From an optimization exercise on the open Yosys and OpenROAD flow, aimed at small area and a short achievable clock period; shortcuts taken in it are not production practice. At most, simulation tests tie the RTL to the original design; equivalence was not proved.

==> module md_unit, before the edit <==
module md_unit #(
    parameter int MUL_LAT = 5,
    parameter int DIV_LAT = 10
) (
    input  logic        clk,
    input  logic        resetn,
    input  logic        start,
    input  logic        valid,
    input  logic [2:0]  op,
    input  logic [31:0] A,
    input  logic [31:0] B,
    output logic        busy,
    output logic [31:0] HI,
    output logic [31:0] LO
);
    logic        busy_q;
    logic [3:0]  cnt_q;
    logic        isdiv_q;    
    logic        sgn_q;      
    logic        first_q;    
    logic        ybit_q;     
    logic        negq_q;     
    logic        negr_q;     
    logic [31:0] hi_q, lo_q;
    logic [31:0] m_q;        
    logic [31:0] sh_q;       
    logic [34:0] acc_q;      
    logic fire, last;
    assign fire = start & valid & ~busy_q;
    assign last = busy_q & (cnt_q == 4'd0);
    function automatic logic [35:0] rca35(input logic [34:0] a, input logic [34:0] b,
                                          input logic ci);
        logic c;
        logic [35:0] o;
        c = ci;
        for (int j = 0; j < 35; j++) begin
            o[j] = a[j] ^ b[j] ^ c;
            c    = (a[j] & b[j]) | (c & (a[j] ^ b[j]));
        end
        o[35] = c;
        rca35 = o;
    endfunction
    function automatic logic [31:0] cneg(input logic [31:0] x, input logic n);
        logic c, v;
        logic [31:0] o;
        c = n;
        for (int j = 0; j < 32; j++) begin
            v    = x[j] ^ n;
            o[j] = v ^ c;
            c    = c & v;
        end
        cneg = o;
    endfunction
    logic [34:0] mx, mx2;
    assign mx  = {{3{sgn_q & m_q[31]}}, m_q};
    assign mx2 = {mx[33:0], 1'b0};
    function automatic logic [35:0] brow(input logic [34:0] acc, input logic [2:0] dig,
                                         input logic [34:0] x1, input logic [34:0] x2);
        logic one, two, neg;
        logic [34:0] pp;
        one = dig[0] ^ dig[1];
        two = (dig == 3'b011) | (dig == 3'b100);
        neg = dig[2] & ~(dig[1] & dig[0]);
        pp  = ((x1 & {35{one}}) | (x2 & {35{two}})) ^ {35{neg}};
        brow = rca35(acc, pp, neg);
    endfunction
    logic [34:0] macc [0:4];
    logic [31:0] msh  [0:4];
    logic        myb  [0:4];
    logic [35:0] mfix;
    always_comb begin
        macc[0] = acc_q;
        msh[0]  = sh_q;
        myb[0]  = ybit_q;
        mfix    = '0;
        for (int k = 0; k < 4; k++) begin
            logic [35:0] s;
            logic [2:0]  dig;
            dig = {msh[k][1:0], myb[k]};
            if (k == 0 && cnt_q == 4'd0)
                dig = {2'b00, ~sgn_q & ybit_q};
            s         = brow(macc[k], dig, mx, mx2);
            if (k == 0)
                mfix = s;
            macc[k+1] = {{2{s[34]}}, s[34:2]};
            msh[k+1]  = {s[1:0], msh[k][31:2]};
            myb[k+1]  = msh[k][1];
        end
    end
    logic        sa, sb;
    logic [31:0] absa;
    logic [32:0] dneg;       
    logic        dcin;
    assign sa   = sgn_q & sh_q[31];
    assign sb   = sgn_q & m_q[31];
    assign absa = cneg(sh_q, sa);
    assign dneg = {1'b1, m_q ^ {32{~sb}}};
    assign dcin = ~sb;
    logic bhi0, bhi1, dz, d1, d2, d3;
    assign bhi0 = (m_q[31:2] == 30'd0);
    assign bhi1 = sb & (m_q[31:2] == 30'h3FFF_FFFF);
    assign dz = bhi0 & (m_q[1:0] == 2'd0);
    assign d1 = (bhi0 & (m_q[1:0] == 2'd1)) | (bhi1 & (m_q[1:0] == 2'd3));
    assign d2 = (bhi0 & (m_q[1:0] == 2'd2)) | (bhi1 & (m_q[1:0] == 2'd2));
    assign d3 = (bhi0 & (m_q[1:0] == 2'd3)) | (bhi1 & (m_q[1:0] == 2'd1));
    logic       q31, q30;
    logic       r1;
    logic [1:0] rr2, r2;
    always_comb begin
        q31 = dz | (d1 & absa[31]);
        r1  = absa[31] & ~d1;
        rr2 = {r1, absa[30]};
        q30 = dz | (d1 & (rr2 >= 2'd1)) | (d2 & (rr2 >= 2'd2)) | (d3 & (rr2 == 2'd3));
        r2  = dz ? rr2 : d1 ? (rr2 - 2'd1) & {2{q30}} | rr2 & {2{~q30}} :
              d2 ? (q30 ? rr2 - 2'd2 : rr2) : d3 ? (q30 ? 2'd0 : rr2) : rr2;
    end
    logic [31:0] drem [0:3];
    logic [2:0]  dq;
    logic [2:0]  dbit;
    assign drem[0] = first_q ? {30'd0, r2} : acc_q[31:0];
    assign dbit    = first_q ? absa[29:27] : sh_q[31:29];
    always_comb begin
        for (int k = 0; k < 3; k++) begin
            logic [32:0] rr;
            logic [33:0] t;
            rr        = {drem[k], dbit[2-k]};
            t         = {1'b0, rr} + {1'b0, dneg} + {33'd0, dcin};
            dq[2-k]   = t[33];
            drem[k+1] = t[33] ? t[31:0] : rr[31:0];
        end
    end
    logic [31:0] quo;
    assign quo = {sh_q[28:0], dq};
    logic [31:0] res_hi, res_lo;
    always_comb begin
        if (isdiv_q) begin
            res_hi = cneg(drem[3], negr_q);
            res_lo = cneg(quo, negq_q);
        end else begin
            res_hi = mfix[31:0];
            res_lo = sh_q;
        end
    end
    always_ff @(posedge clk or negedge resetn) begin
        if (!resetn) begin
            busy_q <= 1'b0;
            hi_q   <= '0;
            lo_q   <= '0;
        end else begin
            if (fire & ~op[2])
                busy_q <= 1'b1;
            else if (last)
                busy_q <= 1'b0;
            if (last) begin
                hi_q <= res_hi;
                lo_q <= res_lo;
            end else if (fire & (op == 3'd4)) begin
                hi_q <= A;
            end else if (fire & (op == 3'd5)) begin
                lo_q <= A;
            end
        end
    end
    always_ff @(posedge clk) begin
        if (!busy_q) begin
            cnt_q   <= op[1] ? 4'd9 : 4'd4;
            isdiv_q <= op[1];
            sgn_q   <= ~op[0];
            first_q <= 1'b1;
            m_q     <= B;
            sh_q    <= A;
            acc_q   <= '0;
            ybit_q  <= 1'b0;
        end else begin
            cnt_q   <= cnt_q - 4'd1;
            first_q <= 1'b0;
            if (first_q) begin
                negq_q <= (sa ^ sb) & ~dz;
                negr_q <= sa;
            end
            if (!isdiv_q) begin
                acc_q  <= macc[4];
                sh_q   <= msh[4];
                ybit_q <= myb[4];
            end else begin
                acc_q <= {3'd0, drem[3]};
                sh_q  <= first_q ? {absa[26:0], q31, q30, dq} : {sh_q[28:0], dq};
            end
        end
    end
    assign busy = busy_q;
    assign HI   = hi_q;
    assign LO   = lo_q;
endmodule
Settings: LEC_CHECK=0, CAP_MARGIN=20, CORE_MARGIN=2, CORE_UTILIZATION=40, SLEW_MARGIN=20; clock period 110.0 ns.
run.sh (not shown) runs the stock make flow with config.mk's settings and CLKGATE_MAP_FILE= SYNTH_SCRIPT=/design/flow/synth_recipe.tcl, a recipe that flattens the netlist after the stock synthesis.
Rerun with:
--- a/flow/design.v
+++ b/flow/design.v
@@ -37,23 +37,12 @@
             o[j] = a[j] ^ b[j] ^ c;
             c    = (a[j] & b[j]) | (c & (a[j] ^ b[j]));
         end
         o[35] = c;
         rca35 = o;
     endfunction
-    function automatic logic [31:0] cneg(input logic [31:0] x, input logic n);
-        logic c, v;
-        logic [31:0] o;
-        c = n;
-        for (int j = 0; j < 32; j++) begin
-            v    = x[j] ^ n;
-            o[j] = v ^ c;
-            c    = c & v;
-        end
-        cneg = o;
-    endfunction
     logic [34:0] mx, mx2;
     assign mx  = {{3{sgn_q & m_q[31]}}, m_q};
     assign mx2 = {mx[33:0], 1'b0};
     function automatic logic [35:0] brow(input logic [34:0] acc, input logic [2:0] dig,
                                          input logic [34:0] x1, input logic [34:0] x2);
         logic one, two, neg;
@@ -64,39 +53,33 @@
         pp  = ((x1 & {35{one}}) | (x2 & {35{two}})) ^ {35{neg}};
         brow = rca35(acc, pp, neg);
     endfunction
     logic [34:0] macc [0:4];
     logic [31:0] msh  [0:4];
     logic        myb  [0:4];
-    logic [35:0] mfix;
     always_comb begin
         macc[0] = acc_q;
         msh[0]  = sh_q;
         myb[0]  = ybit_q;
-        mfix    = '0;
         for (int k = 0; k < 4; k++) begin
             logic [35:0] s;
-            logic [2:0]  dig;
-            dig = {msh[k][1:0], myb[k]};
-            if (k == 0 && cnt_q == 4'd0)
-                dig = {2'b00, ~sgn_q & ybit_q};
-            s         = brow(macc[k], dig, mx, mx2);
-            if (k == 0)
-                mfix = s;
+            s         = brow(macc[k], {msh[k][1:0], myb[k]}, mx, mx2);
             macc[k+1] = {{2{s[34]}}, s[34:2]};
             msh[k+1]  = {s[1:0], msh[k][31:2]};
             myb[k+1]  = msh[k][1];
         end
     end
+    logic [35:0] mfix;
+    assign mfix = rca35(acc_q, {3'd0, m_q & {32{~sgn_q & ybit_q}}}, 1'b0);
     logic        sa, sb;
     logic [31:0] absa;
     logic [32:0] dneg;       
     logic        dcin;
     assign sa   = sgn_q & sh_q[31];
     assign sb   = sgn_q & m_q[31];
-    assign absa = cneg(sh_q, sa);
+    assign absa = (sh_q ^ {32{sa}}) + {31'd0, sa};
     assign dneg = {1'b1, m_q ^ {32{~sb}}};
     assign dcin = ~sb;
     logic bhi0, bhi1, dz, d1, d2, d3;
     assign bhi0 = (m_q[31:2] == 30'd0);
     assign bhi1 = sb & (m_q[31:2] == 30'h3FFF_FFFF);
     assign dz = bhi0 & (m_q[1:0] == 2'd0);
@@ -131,14 +114,14 @@
     end
     logic [31:0] quo;
     assign quo = {sh_q[28:0], dq};
     logic [31:0] res_hi, res_lo;
     always_comb begin
         if (isdiv_q) begin
-            res_hi = cneg(drem[3], negr_q);
-            res_lo = cneg(quo, negq_q);
+            res_hi = (drem[3] ^ {32{negr_q}}) + {31'd0, negr_q};
+            res_lo = (quo ^ {32{negq_q}}) + {31'd0, negq_q};
         end else begin
             res_hi = mfix[31:0];
             res_lo = sh_q;
         end
     end
     always_ff @(posedge clk or negedge resetn) begin
After rerunning:
- sequential share of layout area decreases by 2.1 points
- hold slack is better by 0.0095 ns
- fmax increases by 0.98%
- die area increases by 15%
- critical path depth decreases by 105
- synthesized area increases by 16%
- design area increases by 14%

Setup of rev 12:
md_unit, a different RTL version from the one above (not shown whole).
Size in the first run: roughly 180 flip-flops, ~140 I/O pins, about 0.020 mm² of cells after synthesis.
export LEC_CHECK = 0
export ABC_AREA = 1
export CAP_MARGIN = 60
export CORE_MARGIN = 2
export CORE_UTILIZATION = 65
export PLACE_DENSITY = 0.75
export SLEW_MARGIN = 60
export BUFFER_PORTS_ARGS = -buffer_cell sky130_fd_sc_hd__buf_1
export CTS_ARGS = -sink_clustering_enable -repair_clock_nets -dont_use_dummy_load
create_clock -name core_clock -period 110.0 [get_ports {clk}]
standard.sh (not shown) runs the stock make flow with config.mk's settings and CLKGATE_MAP_FILE= SYNTH_SCRIPT=/design/flow/synth_recipe.tcl, a recipe that flattens the netlist after the stock synthesis.
==> flow/flow/run.sh <==
#!/bin/bash
set -euo pipefail
cat >> config.mk <<'EOF'
export BUFFER_PORTS_ARGS = -buffer_cell sky130_fd_sc_hd__buf_1
export CTS_ARGS = -sink_clustering_enable -repair_clock_nets -dont_use_dummy_load
EOF
bash standard.sh > standard.log 2>&1
Here is what was changed in the inputs of rev 13 compared with rev 12.
--- a/flow/design.v
+++ b/flow/design.v
@@ -14,23 +14,22 @@
     output logic [31:0] LO
 );
     logic        busy_q;
     logic [3:0]  cnt_q;
     logic        isdiv_q;    
     logic        sgn_q;      
     logic        first_q;    
     logic        last_q;     
     logic        ybit_q;     
     logic        negq_q;     
     logic        negr_q;     
-    logic        q31_q, q30_q;  
     logic        sb_q;       
     logic [31:0] hi_q, lo_q;
     logic [31:0] m_q;        
     logic [31:0] sh_q;       
     logic [34:0] acc_q;      
     logic fire, last;
     assign fire = start & valid & ~busy_q;
     assign last = busy_q & last_q;
     function automatic logic [35:0] rca35(input logic [34:0] a, input logic [34:0] b,
                                           input logic ci);
         logic c;
@@ -109,23 +108,23 @@
             macc[k+1] = {{2{s[34]}}, s[34:2]};
             msh[k+1]  = {s[1:0], msh[k][31:2]};
             myb[k+1]  = msh[k][1];
         end
     end
     logic        sa, sb;
     logic [31:0] absa;
     logic [32:0] dneg;       
     logic        dcin;
     assign sa   = sgn_q & sh_q[31];
     assign sb   = sb_q;
-    assign absa = cneg(sh_q, sa & first_q);    
+    assign absa = cneg(sh_q, sa);
     assign dneg = {1'b1, m_q};
     assign dcin = ~sb;
     logic top1, dz, d1, d2, d3;
     assign top1 = &m_q[31:2];
     assign dz = top1 & ~sb & (m_q[1:0] == 2'd3);
     assign d1 = top1 & (m_q[1:0] == (sb ? 2'd3 : 2'd2));
     assign d2 = top1 & (m_q[1:0] == (sb ? 2'd2 : 2'd1));
     assign d3 = top1 & (m_q[1:0] == (sb ? 2'd1 : 2'd0));
     logic       q31, q30;
     logic       r1;
     logic [1:0] rr2, r2;
@@ -133,37 +132,37 @@
         q31 = dz | (d1 & absa[31]);
         r1  = absa[31] & ~d1;
         rr2 = {r1, absa[30]};
         q30 = dz | (d1 & (rr2 >= 2'd1)) | (d2 & (rr2 >= 2'd2)) | (d3 & (rr2 == 2'd3));
         r2  = dz ? rr2 : d1 ? (rr2 - 2'd1) & {2{q30}} | rr2 & {2{~q30}} :
               d2 ? (q30 ? rr2 - 2'd2 : rr2) : d3 ? (q30 ? 2'd0 : rr2) : rr2;
     end
     logic [31:0] drem [0:3];
     logic [2:0]  dq;
     logic [2:0]  dbit;
     assign drem[0] = acc_q[31:0] | {30'd0, r2 & {2{first_q}}};
-    assign dbit    = absa[29:27];
+    assign dbit    = first_q ? absa[29:27] : sh_q[31:29];
     always_comb begin
         for (int k = 0; k < 3; k++) begin
             logic [32:0] rr;
             logic [33:0] t;
             logic [36:0] cy;
             rr        = {drem[k], dbit[2-k]};
             cy        = bk_carry({3'd0, rr & dneg}, {3'd0, rr ^ dneg}, dcin);
             t         = {cy[33], rr ^ dneg ^ cy[32:0]};
             dq[2-k]   = t[33];
             drem[k+1] = t[33] ? t[31:0] : rr[31:0];
         end
     end
     logic [31:0] quo;
-    assign quo = {q31_q, q30_q, sh_q[26:0], dq};
+    assign quo = {sh_q[28:0], dq};
     logic [31:0] res_hi, res_lo;
     always_comb begin
         if (isdiv_q) begin
             res_hi = cneg(drem[3], negr_q);
             res_lo = cneg(quo, negq_q);
         end else begin
             res_hi = mfix[31:0];
             res_lo = sh_q;
         end
     end
     always_ff @(posedge clk or negedge resetn) begin
@@ -197,28 +196,26 @@
             sb_q    <= ~op[0] & B[31];
             sh_q    <= A;
             acc_q   <= '0;
             ybit_q  <= 1'b0;
         end else begin
             cnt_q   <= cnt_q - 4'd1;
             first_q <= 1'b0;
             last_q  <= (cnt_q == 4'd1);
             if (first_q) begin
                 negq_q <= (sa ^ sb) & ~dz;
                 negr_q <= sa;
-                q31_q  <= q31;
-                q30_q  <= q30;
             end
             if (!isdiv_q) begin
                 acc_q  <= macc[4];
                 sh_q   <= msh[4];
                 ybit_q <= myb[4];
             end else begin
                 acc_q <= {3'd0, drem[3]};
-                sh_q  <= {absa[28:0], dq};
+                sh_q  <= first_q ? {absa[26:0], q31, q30, dq} : {sh_q[28:0], dq};
             end
         end
     end
     assign busy = busy_q;
     assign HI   = hi_q;
     assign LO   = lo_q;
 endmodule
[summary]
When rev 13 is set beside rev 12, its flip-flop and latch count turns out to be about 1.1% smaller.
Rev 13 vs. rev 12: setup TNS after final layout ~0 delta, utilization +0.26 points, total non-filler cell area in the finished layout +140 µm².
The RTL of rev 12 was laid out without a check of its function.

== trial 86 ==
The RTL this note starts from:
==> flow/design.v <==
module md_unit #(
    parameter int MUL_LAT = 5,
    parameter int DIV_LAT = 10
) (
    input  logic        clk,
    input  logic        resetn,
    input  logic        start,
    input  logic        valid,
    input  logic [2:0]  op,
    input  logic [31:0] A,
    input  logic [31:0] B,
    output logic        busy,
    output logic [31:0] HI,
    output logic [31:0] LO
);
    logic        busy_q;
    logic [3:0]  cnt_q;
    logic        isdiv_q;    
    logic        sgn_q;      
    logic        first_q;    
    logic        last_q;     
    logic        ybit_q;     
    logic        negq_q;     
    logic        negr_q;     
    logic        q31_q, q30_q;  
    logic        sb_q;       
    logic [31:0] hi_q, lo_q;
    logic [31:0] m_q;        
    logic [31:0] sh_q;       
    logic [34:0] acc_q;      
    logic fire, last;
    assign fire = start & valid & ~busy_q;
    assign last = busy_q & last_q;
    function automatic logic [35:0] rca35(input logic [34:0] a, input logic [34:0] b,
                                          input logic ci);
        logic c;
        logic [35:0] o;
        c = ci;
        for (int j = 0; j < 35; j++) begin
            o[j] = a[j] ^ b[j] ^ c;
            c    = (a[j] & b[j]) | (c & (a[j] ^ b[j]));
        end
        o[35] = c;
        rca35 = o;
    endfunction
    function automatic logic [36:0] bk_carry(input logic [35:0] g_in, input logic [35:0] p_in,
                                             input logic ci);
        logic [35:0] g, p;
        logic [36:0] c;
        g = g_in; p = p_in;
        g[0] = g[0] | (p[0] & ci);
        for (int l = 0; l < 6; l++)
            for (int j = 0; j < 36; j++)
                if ((j % (2 << l)) == (2 << l) - 1) begin
                    g[j] = g[j] | (p[j] & g[j - (1 << l)]);
                    p[j] = p[j] & p[j - (1 << l)];
                end
        for (int l = 4; l >= 0; l--)
            for (int j = 0; j < 36; j++)
                if (j >= (3 << l) - 1 && ((j + 1) % (2 << l)) == (1 << l)) begin
                    g[j] = g[j] | (p[j] & g[j - (1 << l)]);
                    p[j] = p[j] & p[j - (1 << l)];
                end
        c[0] = ci;
        for (int j = 0; j < 36; j++) c[j+1] = g[j];
        bk_carry = c;
    endfunction
    function automatic logic [31:0] cneg(input logic [31:0] x, input logic n);
        logic m;
        logic [31:0] o;
        m = 1'b0;
        for (int j = 0; j < 32; j++) begin
            o[j] = x[j] ^ m;
            m    = m | (n & x[j]);
        end
        cneg = o;
    endfunction
    logic [34:0] mx, mx2;
    assign mx  = {{3{sb_q}}, m_q};
    assign mx2 = {mx[33:0], 1'b0};
    function automatic logic [35:0] brow(input logic [34:0] acc, input logic [2:0] dig,
                                         input logic [34:0] x1, input logic [34:0] x2);
        logic one, two, neg;
        logic [34:0] pp;
        one = dig[0] ^ dig[1];
        two = (dig == 3'b011) | (dig == 3'b100);
        neg = dig[2] & ~(dig[1] & dig[0]);
        pp  = ((x1 & {35{one}}) | (x2 & {35{two}})) ^ {35{neg}};
        brow = rca35(acc, pp, neg);
    endfunction
    logic [34:0] macc [0:4];
    logic [31:0] msh  [0:4];
    logic        myb  [0:4];
    logic [32:0] mnext;
    always_comb begin
        macc[0] = {{3{acc_q[32]}}, acc_q[28:0], acc_q[31:29]};
        msh[0]  = sh_q;
        myb[0]  = ybit_q;
        for (int k = 0; k < 4; k++) begin
            logic [35:0] s;
            s         = brow(macc[k], {msh[k][1:0], myb[k]}, mx, mx2);
            macc[k+1] = {{2{s[34]}}, s[34:2]};
            msh[k+1]  = {s[1:0], msh[k][31:2]};
            myb[k+1]  = msh[k][1];
        end
    end
    assign mnext = macc[4][32:0];
    logic        sa, sb;
    logic [31:0] absa;
    logic [32:0] dneg;       
    logic        dcin;
    assign sa   = sgn_q & sh_q[31];
    assign sb   = sb_q;
    assign absa = cneg(sh_q, sa & first_q);    
    assign dneg = {1'b1, m_q};
    assign dcin = isdiv_q & ~sb;
    logic top1, dz, d1, d2, d3;
    assign top1 = &m_q[31:2];
    assign dz = top1 & ~sb & (m_q[1:0] == 2'd3);
    assign d1 = top1 & (m_q[1:0] == (sb ? 2'd3 : 2'd2));
    assign d2 = top1 & (m_q[1:0] == (sb ? 2'd2 : 2'd1));
    assign d3 = top1 & (m_q[1:0] == (sb ? 2'd1 : 2'd0));
    logic       q31, q30;
    logic       r1;
    logic [1:0] rr2, r2;
    always_comb begin
        q31 = dz | (d1 & absa[31]);
        r1  = absa[31] & ~d1;
        rr2 = {r1, absa[30]};
        q30 = dz | (d1 & (rr2 >= 2'd1)) | (d2 & (rr2 >= 2'd2)) | (d3 & (rr2 == 2'd3));
        r2  = dz ? rr2 : d1 ? (rr2 - 2'd1) & {2{q30}} | rr2 & {2{~q30}} :
              d2 ? (q30 ? rr2 - 2'd2 : rr2) : d3 ? (q30 ? 2'd0 : rr2) : rr2;
    end
    logic [31:0] drem [0:3];
    logic [2:0]  dq;
    logic [2:0]  dbit;
    assign drem[0] = acc_q[31:0] | {30'd0, r2 & {2{first_q}}};
    assign dbit    = isdiv_q ? absa[29:27] : acc_q[31:29];
    always_comb begin
        for (int k = 0; k < 3; k++) begin
            logic [32:0] rr;
            logic [33:0] t;
            logic [36:0] cy;
            logic        sel;
            rr        = {drem[k], dbit[2-k]};
            cy        = bk_carry({3'd0, rr & dneg}, {3'd0, rr ^ dneg}, dcin);
            t         = {cy[33], rr ^ dneg ^ cy[32:0]};
            sel       = isdiv_q ? t[33] : (k == 2) & ~sgn_q & ybit_q;
            dq[2-k]   = t[33];
            drem[k+1] = sel ? t[31:0] : rr[31:0];
        end
    end
    logic [31:0] quo;
    assign quo = {q31_q, q30_q, sh_q[26:0], dq};
    logic [31:0] res_hi, res_lo;
    always_comb begin
        res_hi = cneg(drem[3], negr_q);
        res_lo = isdiv_q ? cneg(quo, negq_q) : sh_q;
    end
    always_ff @(posedge clk or negedge resetn) begin
        if (!resetn) begin
            busy_q <= 1'b0;
            hi_q   <= '0;
            lo_q   <= '0;
        end else begin
            if (fire & ~op[2])
                busy_q <= 1'b1;
            else if (last)
                busy_q <= 1'b0;
            if (last) begin
                hi_q <= res_hi;
                lo_q <= res_lo;
            end else if (fire & (op == 3'd4)) begin
                hi_q <= A;
            end else if (fire & (op == 3'd5)) begin
                lo_q <= A;
            end
        end
    end
    always_ff @(posedge clk) begin
        if (!busy_q) begin
            cnt_q   <= op[1] ? 4'd9 : 4'd4;
            isdiv_q <= op[1];
            sgn_q   <= ~op[0];
            first_q <= 1'b1;
            last_q  <= 1'b0;
            m_q     <= B ^ {32{op[1] & ~(~op[0] & B[31])}};
            sb_q    <= ~op[0] & B[31];
            sh_q    <= A;
            acc_q   <= '0;
            ybit_q  <= 1'b0;
        end else begin
            cnt_q   <= cnt_q - 4'd1;
            first_q <= 1'b0;
            last_q  <= (cnt_q == 4'd1);
            if (first_q) begin
                negq_q <= (sa ^ sb) & ~dz;
                negr_q <= sa & isdiv_q;
                q31_q  <= q31;
                q30_q  <= q30;
            end
            if (!isdiv_q) begin
                acc_q  <= {{2{mnext[32]}}, mnext[32], mnext[2:0], mnext[31:3]};
                sh_q   <= msh[4];
                ybit_q <= myb[4];
            end else begin
                acc_q <= {3'd0, drem[3]};
                sh_q  <= {absa[28:0], dq};
            end
        end
    end
    assign busy = busy_q;
    assign HI   = hi_q;
    assign LO   = lo_q;
endmodule
export LEC_CHECK = 0
export ABC_AREA = 1
export CAP_MARGIN = 60
export CORE_MARGIN = 2
export CORE_UTILIZATION = 65
export PLACE_DENSITY = 0.75
export SLEW_MARGIN = 60
export BUFFER_PORTS_ARGS = -buffer_cell sky130_fd_sc_hd__buf_1
export CTS_ARGS = -sink_clustering_enable -repair_clock_nets -dont_use_dummy_load
create_clock -name core_clock -period 110.0 [get_ports {clk}]
Scripts as last shown in full above: flow/flow/run.sh
Having completed the whole flow, trial 86 delivered a layout that passed the timing, design-rule and antenna checks.
#### Input delta (build 33 over trial 86)
--- a/flow/design.v
+++ b/flow/design.v
@@ -90,31 +90,37 @@
     endfunction
     logic [34:0] macc [0:4];
     logic [31:0] msh  [0:4];
     logic        myb  [0:4];
-    logic [32:0] mnext;
+    logic [35:0] mfix;
     always_comb begin
-        macc[0] = {{3{acc_q[32]}}, acc_q[28:0], acc_q[31:29]};
+        macc[0] = acc_q;
         msh[0]  = sh_q;
         myb[0]  = ybit_q;
+        mfix    = '0;
         for (int k = 0; k < 4; k++) begin
             logic [35:0] s;
-            s         = brow(macc[k], {msh[k][1:0], myb[k]}, mx, mx2);
+            logic [2:0]  dig;
+            dig = {msh[k][1:0], myb[k]};
+            if (k == 0 && last_q)
+                dig = {2'b00, ~sgn_q & ybit_q};
+            s         = brow(macc[k], dig, mx, mx2);
+            if (k == 0)
+                mfix = s;
             macc[k+1] = {{2{s[34]}}, s[34:2]};
             msh[k+1]  = {s[1:0], msh[k][31:2]};
             myb[k+1]  = msh[k][1];
         end
     end
-    assign mnext = macc[4][32:0];
     logic        sa, sb;
     logic [31:0] absa;
     logic [32:0] dneg;       
     logic        dcin;
     assign sa   = sgn_q & sh_q[31];
     assign sb   = sb_q;
     assign absa = cneg(sh_q, sa & first_q);    
     assign dneg = {1'b1, m_q};
-    assign dcin = isdiv_q & ~sb;
+    assign dcin = ~sb;
     logic top1, dz, d1, d2, d3;
     assign top1 = &m_q[31:2];
     assign dz = top1 & ~sb & (m_q[1:0] == 2'd3);
     assign d1 = top1 & (m_q[1:0] == (sb ? 2'd3 : 2'd2));
@@ -134,30 +140,26 @@
     logic [31:0] drem [0:3];
     logic [2:0]  dq;
     logic [2:0]  dbit;
     assign drem[0] = acc_q[31:0] | {30'd0, r2 & {2{first_q}}};
-    assign dbit    = isdiv_q ? absa[29:27] : acc_q[31:29];
+    assign dbit    = absa[29:27];
     always_comb begin
         for (int k = 0; k < 3; k++) begin
             logic [32:0] rr;
             logic [33:0] t;
             logic [36:0] cy;
-            logic        sel;
             rr        = {drem[k], dbit[2-k]};
             cy        = bk_carry({3'd0, rr & dneg}, {3'd0, rr ^ dneg}, dcin);
             t         = {cy[33], rr ^ dneg ^ cy[32:0]};
-            sel       = isdiv_q ? t[33] : (k == 2) & ~sgn_q & ybit_q;
             dq[2-k]   = t[33];
-            drem[k+1] = sel ? t[31:0] : rr[31:0];
+            drem[k+1] = t[33] ? t[31:0] : rr[31:0];
         end
     end
     logic [31:0] quo;
     assign quo = {q31_q, q30_q, sh_q[26:0], dq};
     logic [31:0] res_hi, res_lo;
-    always_comb begin
-        res_hi = cneg(drem[3], negr_q);
-        res_lo = isdiv_q ? cneg(quo, negq_q) : sh_q;
-    end
+    assign res_hi = cneg(isdiv_q ? drem[3] : mfix[31:0], negr_q);
+    assign res_lo = cneg(isdiv_q ? quo : sh_q, negq_q);
     always_ff @(posedge clk or negedge resetn) begin
         if (!resetn) begin
             busy_q <= 1'b0;
             hi_q   <= '0;
@@ -193,15 +195,15 @@
             cnt_q   <= cnt_q - 4'd1;
             first_q <= 1'b0;
             last_q  <= (cnt_q == 4'd1);
             if (first_q) begin
-                negq_q <= (sa ^ sb) & ~dz;
+                negq_q <= (sa ^ sb) & ~dz & isdiv_q;
                 negr_q <= sa & isdiv_q;
                 q31_q  <= q31;
                 q30_q  <= q30;
             end
             if (!isdiv_q) begin
-                acc_q  <= {{2{mnext[32]}}, mnext[32], mnext[2:0], mnext[31:3]};
+                acc_q  <= macc[4];
                 sh_q   <= msh[4];
                 ybit_q <= myb[4];
             end else begin
                 acc_q <= {3'd0, drem[3]};
Findings:
Build 33 completed; timing, DRC and antenna clean. Reported for trial 86 and build 33, number of violations of the max-capacitance limit turned out identical to the last digit. Changes observed in build 33 relative to trial 86: routed length per placed instance +0.50 um; number of non-clock buffers -about 3%; clock network contribution to total cell area ~0 delta; deepest clock path buffer count ~0 delta; cell total after placement -10. Changes observed in build 33 relative to trial 86: critical path data arrival time shows an increase of 0.76 ns, post-synth net total essentially unchanged, via count of the routed design went up.

separate check: timing with driven ports:
In the flow no input, the clock included, has a driving cell. The finished layouts below were timed again as built, in two steps. Step 1 assumes that a clkbuf_16 drives the clock port and a buf_2 every other input. Step 2 moves the port delays by t, midway between the first and last clock arrival at a register: inputs arrive t later, outputs are due t later. That takes back most of the time a late clock gives input paths. Three values: no drivers, after step 1, after step 2; two values: the first two.
| run | t (ns) | slack for setup (ns) | clock arrival spread, ns | worst register clock-pin slew, ns | pins driven straight from the clock port |
|---|---|---|---|---|---|
| the first run of note 1 | 0.520 | 85.973 / 85.973 / 85.487 | 0.014 / 0.014 | 0.08 / 0.08 | 1 |
| the second run of note 1 | 0.536 | 86.206 / 86.246 / 85.710 | 0.018 / 0.019 | 0.09 / 0.09 | 1 |
| rev 12 | 0.499 | 86.516 / 86.546 / 86.046 | 0.024 / 0.025 | 0.07 / 0.07 | 1 |
| rev 13 | 0.510 | 86.780 / 86.817 / 86.307 | 0.029 / 0.029 | 0.08 / 0.08 | 1 |
| trial 86 | 0.495 | 86.424 / 86.454 / 85.959 | 0.022 / 0.022 | 0.08 / 0.08 | 1 |
| build 33 | 0.510 | 85.681 / 85.714 / 85.204 | 0.022 / 0.022 | 0.08 / 0.08 | 1 |
After both steps every run listed still meets setup and hold. For the second run of note 1, which loses most, drivers alone change the setup slack by +0.040 ns; drivers and shift together by -0.496 ns.
